Background: an optimization exercise with open tools, aiming at small area, a short achievable clock period and few clock cycles. Do not read the settings as production practice. The RTL was checked by simulation tests, not by an equivalence proof against the original design. No activity file was given, so power comes from the tool's default toggle rates.

### flow/run.sh
#!/bin/bash
# synth_recipe.tcl (not shown) runs the flow's synth.tcl, then flattens the netlist and writes it again
# the make line also repeats each setting of config.mk as NAME=value (left out here)
make -C /OpenROAD-flow-scripts/flow DESIGN_CONFIG=/design/flow/config.mk WORK_HOME=/design/flow/orfs CLKGATE_MAP_FILE= SYNTH_SCRIPT=/design/flow/synth_recipe.tcl finish
### flow/design.v
package ppu_pkg;
	localparam int PALETTE_DEPTH_DEF = 256;
	localparam int MAX_WIDTH_DEF     = 4096;
	localparam int MAX_HEIGHT_DEF    = 4096;
	localparam int CFG_W   = 13;
	localparam int COORD_W = 12;
	localparam logic [1:0] OP_PALETTE = 2'd0;
	localparam logic [1:0] OP_DATA    = 2'd1;
	localparam logic [1:0] OP_RESTART = 2'd2;
	localparam logic [1:0] REG_DEPTH  = 2'd0;
	localparam logic [1:0] REG_WIDTH  = 2'd1;
	localparam logic [1:0] REG_HEIGHT = 2'd2;
	localparam logic [1:0] REG_STRIDE = 2'd3;
	localparam logic [1:0] BPP_1 = 2'd0;
	localparam logic [1:0] BPP_2 = 2'd1;
	localparam logic [1:0] BPP_4 = 2'd2;
	localparam logic [1:0] BPP_8 = 2'd3;
endpackage
import ppu_pkg::*;
module ppu_palette_ram #(
	parameter int NB = 6
) (
	input  logic         clk,
	input  logic         arst_n,
	input  logic         we,
	input  logic [7:0]   waddr,
	input  logic [31:0]  wdata,
	output logic         w_ok,
	input  logic [7:0]   raddr,
	output logic [511:0] p1,
	output logic [3:0]   sel,
	output logic         fwd_hit,
	output logic [31:0]  fwd_data
);
	logic [2:0]  t;
	logic [31:0] e [32][8];
	logic          b_valid [NB];
	logic [7:0]    b_slot  [NB];
	logic [31:0]   b_data  [NB];
	logic [NB-1:0] b_match;
	logic [NB-1:0] b_free;
	logic [NB-1:0] b_elig;
	logic [NB-1:0] b_drain;
	logic [NB-1:0] b_alloc;
	logic          any_match;
	logic          dr_en;
	logic [4:0]    dr_ring;
	logic [31:0]   dr_data;
	always_comb begin
		for (int j = 0; j < NB; j++) begin
			b_match[j] = b_valid[j] && (b_slot[j] == waddr);
			b_free[j]  = !b_valid[j];
			b_elig[j]  = b_valid[j] && (b_slot[j][2:0] == t);
		end
	end
	assign any_match = |b_match;
	assign w_ok      = |b_free;
	always_comb begin
		b_drain = '0;
		b_alloc = '0;
		for (int j = NB - 1; j >= 0; j--) begin
			if (b_elig[j]) begin
				b_drain = '0;
				b_drain[j] = 1'b1;
			end
			if (b_free[j]) begin
				b_alloc = '0;
				b_alloc[j] = 1'b1;
			end
		end
		if (!we || any_match) begin
			b_alloc = '0;
		end
	end
	always_comb begin
		dr_en   = |b_elig;
		dr_ring = '0;
		dr_data = '0;
		for (int j = 0; j < NB; j++) begin
			dr_ring = dr_ring | ({5{b_drain[j]}} & b_slot[j][7:3]);
			dr_data = dr_data | ({32{b_drain[j]}} & b_data[j]);
		end
	end
	always_ff @(posedge clk or negedge arst_n) begin
		if (!arst_n) begin
			t <= '0;
			for (int j = 0; j < NB; j++) begin
				b_valid[j] <= 1'b0;
			end
		end else begin
			t <= t + 3'd1;
			for (int j = 0; j < NB; j++) begin
				if ((we && b_match[j]) || b_alloc[j]) begin
					b_valid[j] <= 1'b1;
				end else if (b_drain[j]) begin
					b_valid[j] <= 1'b0;
				end
			end
		end
	end
	always_ff @(posedge clk) begin
		for (int j = 0; j < NB; j++) begin
			if ((we && b_match[j]) || b_alloc[j]) begin
				b_slot[j] <= waddr;
				b_data[j] <= wdata;
			end
		end
	end
	for (genvar r = 0; r < 32; r++) begin : g_ring
		always_ff @(posedge clk) begin
			for (int k = 0; k < 7; k++) begin
				e[r][k] <= e[r][k + 1];
			end
			e[r][7] <= (dr_en && dr_ring == 5'(r)) ? dr_data : e[r][0];
		end
	end
	always_comb begin
		for (int h = 0; h < 2; h++) begin
			for (int k = 0; k < 8; k++) begin
				p1[(h * 8 + k) * 32 +: 32] = e[{h[0], raddr[6:3]}][k];
			end
		end
	end
	assign sel = {raddr[7], 3'(raddr[2:0] - t)};
	always_comb begin
		fwd_hit  = 1'b0;
		fwd_data = '0;
		for (int j = 0; j < NB; j++) begin
			if (b_valid[j] && b_slot[j] == raddr) begin
				fwd_hit  = 1'b1;
				fwd_data = fwd_data | b_data[j];
			end
		end
	end
endmodule
import ppu_pkg::*;
module ppu_pixel_seq (
	input  logic               clk,
	input  logic               arst_n,
	input  logic               load_en,
	input  logic [7:0]         load_data,
	input  logic [1:0]         load_code,
	input  logic [COORD_W-1:0] load_x,
	input  logic [COORD_W-1:0] load_y,
	input  logic [2:0]         load_last_idx,
	input  logic               load_img_end,
	output logic               load_ok,
	output logic [7:0]         raddr,
	input  logic [511:0]       p1,
	input  logic [3:0]         rsel,
	input  logic               fwd_hit,
	input  logic [31:0]        fwd_data,
	output logic               out_valid,
	input  logic               out_stall,
	output logic [COORD_W-1:0] pixel_x,
	output logic [COORD_W-1:0] pixel_y,
	output logic [31:0]        pixel_color,
	output logic               last_of_byte,
	output logic               last_of_image
);
	logic               s_valid;
	logic [7:0]         s_idx;
	logic [7:0]         s_data;
	logic [1:0]         s_code;
	logic [COORD_W-1:0] s_x;
	logic [COORD_W-1:0] s_y;
	logic [2:0]         s_cnt;
	logic               s_ie;
	logic               r1_valid;
	logic [511:0]       r1_p;
	logic [3:0]         r1_sel;
	logic               r1_fh;
	logic [31:0]        r1_fd;
	logic [COORD_W-1:0] r1_x;
	logic [COORD_W-1:0] r1_y;
	logic               r1_lob;
	logic               r1_loi;
	logic               k_valid;
	logic [COORD_W-1:0] k_x;
	logic [COORD_W-1:0] k_y;
	logic [31:0]        k_color;
	logic               k_lob;
	logic               k_loi;
	logic       adv;
	logic       issue;
	logic       s_last;
	logic       consume;
	logic       push;
	logic [7:0] ld_idx;
	logic [7:0] ld_rest;
	logic [7:0] nx_idx;
	logic [7:0] nx_rest;
	logic [31:0] color_new;
	always_comb begin
		unique case (load_code)
			BPP_1: begin
				ld_idx  = {7'd0, load_data[7]};
				ld_rest = {load_data[6:0], 1'b0};
			end
			BPP_2: begin
				ld_idx  = {6'd0, load_data[7:6]};
				ld_rest = {load_data[5:0], 2'b0};
			end
			BPP_4: begin
				ld_idx  = {4'd0, load_data[7:4]};
				ld_rest = {load_data[3:0], 4'b0};
			end
			default: begin
				ld_idx  = load_data;
				ld_rest = 8'd0;
			end
		endcase
	end
	always_comb begin
		unique case (s_code)
			BPP_1: begin
				nx_idx  = {7'd0, s_data[7]};
				nx_rest = {s_data[6:0], 1'b0};
			end
			BPP_2: begin
				nx_idx  = {6'd0, s_data[7:6]};
				nx_rest = {s_data[5:0], 2'b0};
			end
			BPP_4: begin
				nx_idx  = {4'd0, s_data[7:4]};
				nx_rest = {s_data[3:0], 4'b0};
			end
			default: begin
				nx_idx  = s_data;
				nx_rest = 8'd0;
			end
		endcase
	end
	assign adv     = !k_valid;
	assign issue   = s_valid && adv;
	assign s_last  = (s_cnt == 3'd0);
	assign load_ok = !s_valid || (s_last && adv);
	assign raddr   = s_idx;
	always_ff @(posedge clk or negedge arst_n) begin
		if (!arst_n) begin
			s_valid <= 1'b0;
		end else if (load_en) begin
			s_valid <= 1'b1;
		end else if (issue && s_last) begin
			s_valid <= 1'b0;
		end
	end
	always_ff @(posedge clk) begin
		if (load_en) begin
			s_idx  <= ld_idx;
			s_data <= ld_rest;
			s_code <= load_code;
			s_x    <= load_x;
			s_y    <= load_y;
			s_cnt  <= load_last_idx;
			s_ie   <= load_img_end;
		end else if (issue) begin
			s_idx  <= nx_idx;
			s_data <= nx_rest;
			s_x    <= s_x + COORD_W'(1);
			s_cnt  <= s_cnt - 3'd1;
		end
	end
	always_ff @(posedge clk or negedge arst_n) begin
		if (!arst_n) begin
			r1_valid <= 1'b0;
		end else if (adv) begin
			r1_valid <= s_valid;
		end
	end
	always_ff @(posedge clk) begin
		if (adv) begin
			r1_p   <= p1;
			r1_sel <= rsel;
			r1_fh  <= fwd_hit;
			r1_fd  <= fwd_data;
			r1_x   <= s_x;
			r1_y   <= s_y;
			r1_lob <= s_last;
			r1_loi <= s_last && s_ie;
		end
	end
	assign color_new = r1_fh ? r1_fd : r1_p[r1_sel*32 +: 32];
	assign consume   = out_valid && !out_stall;
	assign push      = adv && r1_valid;
	always_ff @(posedge clk or negedge arst_n) begin
		if (!arst_n) begin
			out_valid <= 1'b0;
			k_valid   <= 1'b0;
		end else if (k_valid) begin
			if (consume) begin
				k_valid <= 1'b0;
			end
		end else if (push) begin
			if (out_valid && !consume) begin
				k_valid <= 1'b1;
			end else begin
				out_valid <= 1'b1;
			end
		end else if (consume) begin
			out_valid <= 1'b0;
		end
	end
	always_ff @(posedge clk) begin
		if (!k_valid) begin
			k_x     <= r1_x;
			k_y     <= r1_y;
			k_color <= color_new;
			k_lob   <= r1_lob;
			k_loi   <= r1_loi;
		end
		if (k_valid) begin
			if (consume) begin
				pixel_x       <= k_x;
				pixel_y       <= k_y;
				pixel_color   <= k_color;
				last_of_byte  <= k_lob;
				last_of_image <= k_loi;
			end
		end else if (push && !(out_valid && !consume)) begin
			pixel_x       <= r1_x;
			pixel_y       <= r1_y;
			pixel_color   <= color_new;
			last_of_byte  <= r1_lob;
			last_of_image <= r1_loi;
		end
	end
endmodule
import ppu_pkg::*;
module palettized_pixel_unpacker_unit
#(
	parameter int PALETTE_DEPTH = PALETTE_DEPTH_DEF,
	parameter int MAX_WIDTH     = MAX_WIDTH_DEF,
	parameter int MAX_HEIGHT    = MAX_HEIGHT_DEF
) (
	input  logic               clk,
	input  logic               arst_n,
	input  logic               cfg_valid,
	output logic               cfg_ready,
	input  logic [1:0]         cfg_index,
	input  logic [CFG_W-1:0]   cfg_data,
	input  logic               in_valid,
	output logic               in_stall,
	input  logic [1:0]         operation,
	input  logic [7:0]         palette_slot,
	input  logic [31:0]        palette_color,
	input  logic [7:0]         data_byte,
	output logic               out_valid,
	input  logic               out_stall,
	output logic [COORD_W-1:0] pixel_x,
	output logic [COORD_W-1:0] pixel_y,
	output logic [31:0]        pixel_color,
	output logic               last_of_byte,
	output logic               last_of_image
);
	logic [1:0]  depth_q;
	logic [12:0] widthc_q;   
	logic [11:0] hm1_q;      
	logic [12:0] sm1_q;      
	logic [12:0] cfg_clamp;
	assign cfg_clamp = (cfg_data == 13'd0) ? 13'd1
		: (cfg_data > 13'd4096) ? 13'd4096 : cfg_data;
	assign cfg_ready = 1'b1;
	always_ff @(posedge clk or negedge arst_n) begin
		if (!arst_n) begin
			depth_q  <= BPP_8;
			widthc_q <= 13'd1;
			hm1_q    <= 12'd0;
			sm1_q    <= 13'd3;
		end else if (cfg_valid) begin
			unique case (cfg_index)
				REG_DEPTH:  depth_q  <= cfg_data[1:0];
				REG_WIDTH:  widthc_q <= cfg_clamp;
				REG_HEIGHT: hm1_q    <= 12'(cfg_clamp - 13'd1);
				REG_STRIDE: sm1_q    <= (cfg_data == 13'd0) ? 13'd0 : cfg_data - 13'd1;
				default: ;
			endcase
		end
	end
	logic [1:0]  f_op    [2];
	logic [7:0]  f_slot  [2];
	logic [31:0] f_color [2];
	logic [7:0]  f_byte  [2];
	logic        wp;
	logic        rp;
	logic [1:0]  cnt;
	logic        full_q;
	logic        accept;
	logic        pop;
	logic [1:0]  cnt_next;
	assign in_stall = full_q;
	assign accept   = in_valid && !full_q;
	assign cnt_next = cnt + {1'b0, accept} - {1'b0, pop};
	for (genvar k = 0; k < 2; k++) begin : g_q
		always_ff @(posedge clk) begin
			if (!full_q && wp == 1'(k)) begin
				f_op[k]    <= operation;
				f_slot[k]  <= palette_slot;
				f_color[k] <= palette_color;
				f_byte[k]  <= data_byte;
			end
		end
	end
	always_ff @(posedge clk or negedge arst_n) begin
		if (!arst_n) begin
			wp     <= 1'b0;
			rp     <= 1'b0;
			cnt    <= 2'd0;
			full_q <= 1'b0;
		end else begin
			wp     <= wp ^ accept;
			rp     <= rp ^ pop;
			cnt    <= cnt_next;
			full_q <= (cnt_next == 2'd2);
		end
	end
	logic        hv;
	logic [1:0]  h_op;
	logic [7:0]  h_slot;
	logic [31:0] h_color;
	logic [7:0]  h_byte;
	assign hv      = (cnt != 2'd0);
	assign h_op    = f_op[rp];
	assign h_slot  = f_slot[rp];
	assign h_color = f_color[rp];
	assign h_byte  = f_byte[rp];
	logic [12:0] col_q;
	logic [12:0] rem_q;
	logic [11:0] row_q;
	logic [13:0] bir_q;
	logic [3:0]  pb;
	logic        pad;
	logic        le;
	logic [3:0]  n;
	logic        last_row;
	logic        hit;
	logic        row_end;
	logic        img_end;
	logic        seq_ok;
	logic        load_en;
	logic        pal_we;
	assign pb       = 4'd8 >> depth_q;
	assign pad      = (rem_q == 13'd0);
	assign le       = (rem_q <= {9'd0, pb});
	assign n        = le ? rem_q[3:0] : pb;
	assign last_row = (row_q >= hm1_q);
	assign hit      = (bir_q >= {1'b0, sm1_q});
	assign row_end  = (pad || le) && hit;
	assign img_end  = last_row && le;
	always_comb begin
		pop     = 1'b0;
		load_en = 1'b0;
		pal_we  = 1'b0;
		if (hv) begin
			unique case (h_op)
				OP_PALETTE: begin
					pop    = seq_ok && w_ok;
					pal_we = seq_ok && w_ok;
				end
				OP_DATA: begin
					pop     = pad || seq_ok;
					load_en = !pad && seq_ok;
				end
				default: pop = 1'b1;
			endcase
		end
	end
	always_ff @(posedge clk or negedge arst_n) begin
		if (!arst_n) begin
			col_q <= '0;
			rem_q <= 13'd1;
			row_q <= '0;
			bir_q <= '0;
		end else if (pop && h_op == OP_RESTART) begin
			col_q <= '0;
			rem_q <= widthc_q;
			row_q <= '0;
			bir_q <= '0;
		end else if (pop && h_op == OP_DATA) begin
			if (row_end) begin
				col_q <= '0;
				rem_q <= widthc_q;
				bir_q <= '0;
				row_q <= last_row ? 12'd0 : row_q + 12'd1;
			end else begin
				bir_q <= bir_q + 14'd1;
				if (!pad) begin
					col_q <= col_q + {9'd0, n};
					rem_q <= rem_q - {9'd0, n};
				end
			end
		end else begin
			rem_q <= (widthc_q > col_q) ? widthc_q - col_q : 13'd0;
		end
	end
	logic [7:0]   raddr;
	logic [511:0] p1;
	logic [3:0]   rsel;
	logic         fwd_hit;
	logic [31:0]  fwd_data;
	logic         w_ok;
	ppu_palette_ram u_ram (
		.clk      (clk),
		.arst_n   (arst_n),
		.we       (pal_we),
		.waddr    (h_slot),
		.wdata    (h_color),
		.w_ok     (w_ok),
		.raddr    (raddr),
		.p1       (p1),
		.sel      (rsel),
		.fwd_hit  (fwd_hit),
		.fwd_data (fwd_data)
	);
	ppu_pixel_seq u_seq (
		.clk           (clk),
		.arst_n        (arst_n),
		.load_en       (load_en),
		.load_data     (h_byte),
		.load_code     (depth_q),
		.load_x        (col_q[11:0]),
		.load_y        (row_q),
		.load_last_idx (3'(n - 4'd1)),
		.load_img_end  (img_end),
		.load_ok       (seq_ok),
		.raddr         (raddr),
		.p1            (p1),
		.rsel          (rsel),
		.fwd_hit       (fwd_hit),
		.fwd_data      (fwd_data),
		.out_valid     (out_valid),
		.out_stall     (out_stall),
		.pixel_x       (pixel_x),
		.pixel_y       (pixel_y),
		.pixel_color   (pixel_color),
		.last_of_byte  (last_of_byte),
		.last_of_image (last_of_image)
	);
endmodule
### flow/config.mk
export PLATFORM = sky130hd
export DESIGN_NAME = palettized_pixel_unpacker_unit
export DESIGN_NICKNAME = palettized_pixel_unpacker_unit
export VERILOG_FILES = /design/flow/design.v
export SDC_FILE = /design/flow/constraint.sdc
export NUM_CORES = 4
export LEC_CHECK = 0
export ABC_CLOCK_PERIOD_IN_PS = 3000
export CAP_MARGIN = 20
export CORE_MARGIN = 2
export CORE_UTILIZATION = 50
export PLACE_DENSITY = 0.6
export SETUP_SLACK_MARGIN = 5
export SLEW_MARGIN = 20
export SYNTH_MEMORY_MAX_BITS = 16384
### flow/constraint.sdc
create_clock -name core_clock -period 8.5 [get_ports {clk}]
set_input_delay 1.7000 -clock core_clock [delete_from_list [all_inputs] [get_ports {clk}]]
set_output_delay 1.7000 -clock core_clock [all_outputs]
set_load 0.01 [all_outputs]
==> flow_metrics.tcl <==
set metrics [dict create \
    status "no timing/DRC/antenna violations" \
    fin_nets 18648 \
    clock-sinks 9378 \
    vdd_drop_max_mv 0.269 \
    ctsHtreeMaxLevel 6 \
    critPathKind "flip-flop to flip-flop" \
    cp-startpoint "u_ram.t[1]" \
    drt_iter0_markers 20932 \
    start_kind "flip-flop" \
    synthFlopType "dfxtp_1" \
    seqCellArea_um2 199000 \
    synth.distinct_cells 84 \
    yosysWarnings 11 \
    arrival_ps 5050 \
    hpwl_um 491000 \
    hold_viol_final 0 \
    place_inst 24395 \
    io_buffers 129 \
    dieArea_um2 544000 \
    numCtsBuffers 859 \
    coreArea_um2 536000 \
    syn-num-nets 18227 \
    ant_nets 0 \
    r2r_setup_slack_ps 4480 \
    r2r_cells 16 \
    cts_tree "built" \
    p_per_area_nw_per_um2 331 \
    seq_area_frac_synth 0.740 \
    multiInputGateArea_um2 68500 \
    die_h_um 738 \
    tns_ps 0 \
    cp-endpoint "u_ram.e[127][29]" \
    grt_pass1_wl_um 1240000 \
    relSlewSlack 0.220 \
    worstMarginPinSlew_ps 1170 \
    synthCells 18096 \
    maxSlewViolCount 0 \
    grt.total_usage 0.313 \
    die_w_um 738 \
    min_path_type "flip-flop to flip-flop" \
    grt_pass1_vias 166812 \
    worst-path-max-fanout 6 \
    grt_overflow_total 0 \
    final_core_util 0.594 \
    cts_root_buf "clkbuf_16" \
    drc 0 \
    wl_per_cell_um 33.9 \
    reg2reg_from "u_ram.t[1]" \
    nFillCells 40746 \
    setup_viol 0 \
    synthArstFlopShare 0.0117 \
    cap_violations 0 \
    synthesis.area_um2 269000 \
    clock_latency_ps 1160 \
    r2r-end "u_ram.e[127][29]" \
    clk_pin_slew_ps 70 \
    period_minus_slack_ps 4020 \
    vias 167340 \
    cts_hold_buf 0 \
    row_count 269 \
    p_leak_nw 122 \
    ys_seq_elements 9378 \
    initial_core_util 0.502 \
    gp_congestion 0.861 \
    instances_no_fill 26547 \
    end_kind "flip-flop" \
    io_pins 131 \
    vias_per_cell 6.30 \
    area_growth_syn_to_layout_pct 18.5 \
    p_total_w 0.105 \
    synth_area_per_cell_um2 14.9 \
    grt_max_degree 133 \
    wirelength_um 900000 \
    clockBufferDepth 4 \
    rsz0062_at_grt "true" \
    max_freq_ghz 0.249 \
    fin_crit_sh 0.473 \
    antenna_found_initial 51 \
    first_pass_iters 7 \
    synth-edff-count 1076 \
    min_from "u_ram.e[193][1]" \
    cp.required_ps 9530 \
    finClkSkew_ps 66.8 \
    drive_above_1_share 0.192 \
]
-- worst max-delay path, cell delays in order, from the launching register on --
cell and delay [ps]:
dfrtp_2 480, buf_6 160, xnor2_4 150, buf_4 140, nand4_1 110, buf_6 160
mux2_2 260, a221o_1 340, a2111oi_4 350, buf_4 200, or3b_4 430, buf_6 140
nor2_4 120, buf_6 160, buf_16 170, buf_16 180, mux2_4 310
-- area by class of cell --
cell class | count | share of cell area
Clock inverter | 331 | 0.0124
Timing Repair Buffer | 822 | 0.0374
Sequential cell | 9378 | 0.624
Tap cell | 7181 | 0.0282
Multi-Input combinational cell | 7376 | 0.215
Clock buffer | 1276 | 0.0813
Inverter | 80 | 0.00100
Antenna cell | 103 | 0.000808
-- state kept, by name, indices dropped and copies added, names as in the netlist, 13 cells and up --
signal             flops
u_ram.e             8192
u_seq.r1_p           512
u_ram.b_data         192
f_color               64
u_ram.b_slot          48
u_seq.k_color         32
u_seq.pixel_color     32
u_seq.r1_fd           32
f_byte                16
f_slot                16
bir_q                 14
col_q                 13
rem_q                 13
sm1_q                 13
widthc_q              13
-- cell usage after synthesis (105+ instances only) --
cell type | number | area share
dfxtp_1 | 8192 | 0.61
a22o_1 | 1959 | 0.064
a221oi_1 | 1952 | 0.064
mux2_2 | 1111 | 0.046
edfxtp_1 | 1076 | 0.12
clkbuf_1 | 1044 | 0.015
nand4_1 | 577 | 0.013
a22oi_1 | 269 | 0.0075
nand2_1 | 232 | 0.0032
mux4_2 | 160 | 0.013
buf_1 | 134 | 0.0019
xnor2_1 | 112 | 0.0036
o21ai_0 | 111 | 0.0021
nor2_1 | 105 | 0.0015
-- metrics by stage --
step	cell area (um^2)	hold WS [ps]	worst slack [ps]
floorplan	269000	331	4740
global placement	278000	332	2430
detailed placement	278000	335	2470
CTS	315000	297	4640
global route	319000	302	4410
finish	319000	298	4480
-- worst min-delay path by stage --
stage,to,cells after the start
after floorplan,u_ram.e[0][0],0
after global placement,u_ram.e[21][7],0
after detailed placement,u_ram.e[178][20],0
after CTS,u_ram.e[211][12],0
after global routing,u_ram.e[144][16],0
final,u_ram.e[192][1],0
-- placed cells by master (no fill, tap or decap), types with 26 or more instances in the layout --
cell type / netlist / layout
a21oi_1: 102 / 93
a221oi_1: 1952 / 1950
a222oi_1: 32 / 32
a22o_1: 1959 / 1959
a22oi_1: 269 / 269
and3_1: 32 / 26
buf_12: 0 / 159
buf_16: 0 / 126
buf_2: 68 / 50
buf_4: 11 / 248
buf_6: 7 / 107
bufinv_16: 0 / 61
clkbuf_1: 1044 / 177
clkbuf_16: 0 / 924
clkbuf_8: 0 / 200
clkdlybuf4s50_1: 0 / 66
clkinv_1: 0 / 26
clkinv_2: 0 / 156
dfrtp_1: 104 / 98
dfxtp_1: 8192 / 8192
diode_2: 0 / 103
edfxtp_1: 1076 / 1076
ha_1: 59 / 47
inv_1: 79 / 74
mux2_2: 1111 / 586
mux2_4: 0 / 573
mux4_2: 160 / 160
nand2_1: 232 / 211
nand3_1: 87 / 85
nand4_1: 577 / 577
nor2_1: 105 / 75
nor2_4: 3 / 29
o21ai_0: 111 / 94
o22a_1: 30 / 30
xnor2_1: 112 / 108
xor2_1: 52 / 49
-- per-layer routing --
layer	vias to the layer above	GRT usage	share of wire
li1	70608	-	-
met1	85738	0.424	0.41
met2	9109	0.483	0.44
met3	1869	0.0605	0.088
met4	16	0.154	0.053
met5	-	0.00175	0.00025
-- timing repair --
item                                    4_1_cts  5_1_grt
pin swaps                                    75       69
resized for setup                          1068      481
cloned                                       70       25
endpoints found under the setup margin     1854     1586
buffers inserted                            268       79
-- kinds of logic after synthesis --
logic type,synth area share
compound gates,0.145
simple gates,0.0249
buf+inv,0.0194
flops,0.740
other cells,0.0000139
mux,0.0628
fa+ha+maj,0.00293
xor+xnor,0.00534
-- where the power goes --
part	internal [W]	switching [W]	leakage (nW)
registers	0.0480	0.00118	78.2
clock network	0.0230	0.0169	14.8
logic	0.00421	0.0121	28.6
Testbench counts, summed over its fixed seeds: cycles 18,534.

## port drivers added, routing unchanged
How much do the figures lean on ideal ports? The routed layout below was timed once more, with nothing changed but the port constraints.
Step 1 assumes that a clkbuf_16 drives the clock port and a buf_2 every other input.
Step 2 adds t to the input delays and takes it off the output delays; t is the mean of the earliest and latest rising clock arrival at the registers after step 1. Input paths then give back, and output paths get back, about the clock's delay inside the block.
Slacks: ideal / step 1 / step 2; pairs: ideal / step 1.
t, ns: 1.252
slack for setup (ns): 4.480 / 4.480 / 3.958
worst setup path after step 2: input to register
pins driven straight from the clock port: 1
After both steps this run still meets setup and hold. The setup slack of this run moves by 0.000 ns with the drivers and by -0.522 ns with both steps.
